Context: an optimization exercise on an open-source flow, tuned for small area, a short achievable clock period and few clock cycles per item. The choices shown serve that exercise and are no tape-out recipe.
Only simulation tests tie the RTL to the original design; equivalence was not proved.
Power is estimated from default activity; no workload was simulated.

try-cedar:
## fir_decimator_top
module fir_decimator_top
(
	input wire logic clk,
	input wire logic resetn,
	input wire logic in_valid,
	input wire fir_pkg::sample_t data_in,
	input wire logic out_credit,
	output logic in_credit,
	output logic out_valid,
	output fir_pkg::sample_t data_out
);
Size in the first run: roughly 850 cells after synthesis, roughly 8200 µm² of cells after synthesis.
Settings: LEC_CHECK=0, ABC_AREA=1, CAP_MARGIN=20, CORE_MARGIN=2, CORE_UTILIZATION=40, SETUP_SLACK_MARGIN=4.1, SLEW_MARGIN=20; clock period 6.5 ns.
run.sh (not shown) runs the stock make flow with config.mk's settings and CLKGATE_MAP_FILE= SYNTH_SCRIPT=/design/flow/synth_recipe.tcl, a recipe that flattens the netlist after the stock synthesis.
The final layout from try-cedar, which completed every stage, passed the timing, design-rule and antenna checks at the end of the flow.
Testbench counts of try-cedar, summed over its fixed seeds: cycles 12,024, results 2,400.
Relative to try-cedar, the following input files were edited for try-xenon:
- swapping 4.1 for 4.3 in SETUP_SLACK_MARGIN
Results
Compared to try-cedar, try-xenon has via count 117 higher. try-xenon vs try-cedar — area fraction of clock buffers and clock inverters rose 0.20 points. try-xenon ended up with met2 as its most congested layer reported by global routing; try-cedar ended up with met1. Of try-xenon and try-cedar, it is try-xenon that has the higher met3 wire length.
> inputs changed (try-xenon -> try-ember)
- SETUP_SLACK_MARGIN: 4.3 -> 4.27
- TNS_END_PERCENT: unset -> 10
==> notes.md <==
- Compared with try-xenon, try-ember shows a lower utilization after layout.
- Diff try-xenon..try-ember | area fraction of clock buffers and clock inverters | negligible
- As far as instance count along the most critical hold path goes, try-xenon and try-ember are indistinguishable; the numbers are identical.
- From try-xenon to try-ember the numbers moved as follows: weighted congestion at the end of routability-driven global placement went up about 2%, wire length went up about 0.55%, first-iteration DRC count went down 27, power share of the combinational group went down 0.2 points, slack of the critical path went down 0.088 ns.
- On fmax, try-ember does worse than try-xenon.
- Detailed route, try-ember vs try-xenon: via total lower for try-ember
- Worst-path cell with the longest stage delay: sky130_fd_sc_hd__fa_1 -> try-ember, sky130_fd_sc_hd__dfxtp_4 -> try-xenon

---

== oak ==
fir_decimator_top, a different RTL version from the one above (not shown whole).
Size in the first run: ~690 cells after synthesis, ~150 flip-flops, about 7500 um2 of cells after synthesis.
## fir_decimator_top
module fir_decimator_top
(
	input wire logic clk,
	input wire logic resetn,
	input wire logic in_valid,
	input wire fir_pkg::sample_t data_in,
	input wire logic out_credit,
	output logic in_credit,
	output logic out_valid,
	output fir_pkg::sample_t data_out
);
export LEC_CHECK = 0
export CAP_MARGIN = 20
export CORE_MARGIN = 2
export CORE_UTILIZATION = 40
export SETUP_SLACK_MARGIN = 4.31
export SLEW_MARGIN = 20
create_clock -name core_clock -period 6.5 [get_ports {clk}]
Testbench counts of oak, summed over its fixed seeds: cycles 12,024, results 2,400.
#### Input delta (pine over oak)
- SETUP_SLACK_MARGIN changed from 4.31 to 4.29
Findings:
NOTE net count reported at finish oak->pine decreased slightly
oak vs pine, critical path launch point: selA[0] vs fresh
In pine, fmax is higher than in oak.
Comparing oak and pine, the lower final worst setup slack was measured on oak.

---

before:
fir_decimator_top again, from the RTL that the note above started with.
make LEC_CHECK=0 CAP_MARGIN=20 CORE_MARGIN=2 CORE_UTILIZATION=40 SETUP_SLACK_MARGIN=4.23 SLEW_MARGIN=20 finish   # period 6.5 ns
Testbench counts of before, summed over its fixed seeds: cycles 12,024, results 2,400.
[inputs] after vs before
# before
export LEC_CHECK = 0
export CAP_MARGIN = 20
export CORE_MARGIN = 2
export CORE_UTILIZATION = 40
export SETUP_SLACK_MARGIN = 4.23
export SLEW_MARGIN = 20
create_clock -name core_clock -period 6.5 [get_ports {clk}]
# after
export LEC_CHECK = 0
export CAP_MARGIN = 20
export CORE_MARGIN = 2
export CORE_UTILIZATION = 40
export PLACE_DENSITY = 0.75
export SETUP_SLACK_MARGIN = 4.27
export SLEW_MARGIN = 20
create_clock -name core_clock -period 6.5 [get_ports {clk}]
Results
The final layout from after, which completed every stage, passed the timing, design-rule and antenna checks at the end of the flow.
after -> before: number of antenna cells inserted delta 0, exact match
Comparing before and after, the lower switching share of power is on before.
Taking before as the reference, in after cell count after placement has remained practically unchanged; global-route usage has decreased; net switching power of the design has increased; detailed placer's ending HPWL has decreased; combinational group share of total power has increased.
Diff before..after | number of combinational gates with multiple inputs | negligible

[what the ideal ports hide]
The results above use ideal ports. As a check the final layouts listed here were re-extracted and re-timed, cells and wires unchanged. Step 1 assumes that a clkbuf_16 drives the clock port and a buf_2 every other input. Step 2, shift: input delay + t, output delay - t, t = (earliest + latest rising clock arrival at the registers) / 2. This alone moves slack from input paths to output paths. Slacks: no drivers / after step 1 / after step 2; pairs: no drivers / after step 1.
run	t, ns	setup slack, ns	worst setup path at the end	cell pins on the clock port's net
try-cedar	0.466	4.133 / 4.089 / 3.716	input to register	1
try-xenon	0.462	4.317 / 4.274 / 3.974	input to register	1
try-ember	0.461	4.229 / 4.207 / 3.885	input to register	1
oak	0.471	4.226 / 4.226 / 3.922	input to register	1
pine	0.463	4.320 / 4.278 / 3.948	input to register	1
before	0.465	4.262 / 4.255 / 3.880	input to register	1
after	0.471	4.297 / 4.268 / 3.888	input to register	1
After both steps every run listed still meets setup and hold. For try-cedar, which loses most, drivers alone change the setup slack by -0.044 ns; drivers and shift together by -0.417 ns.
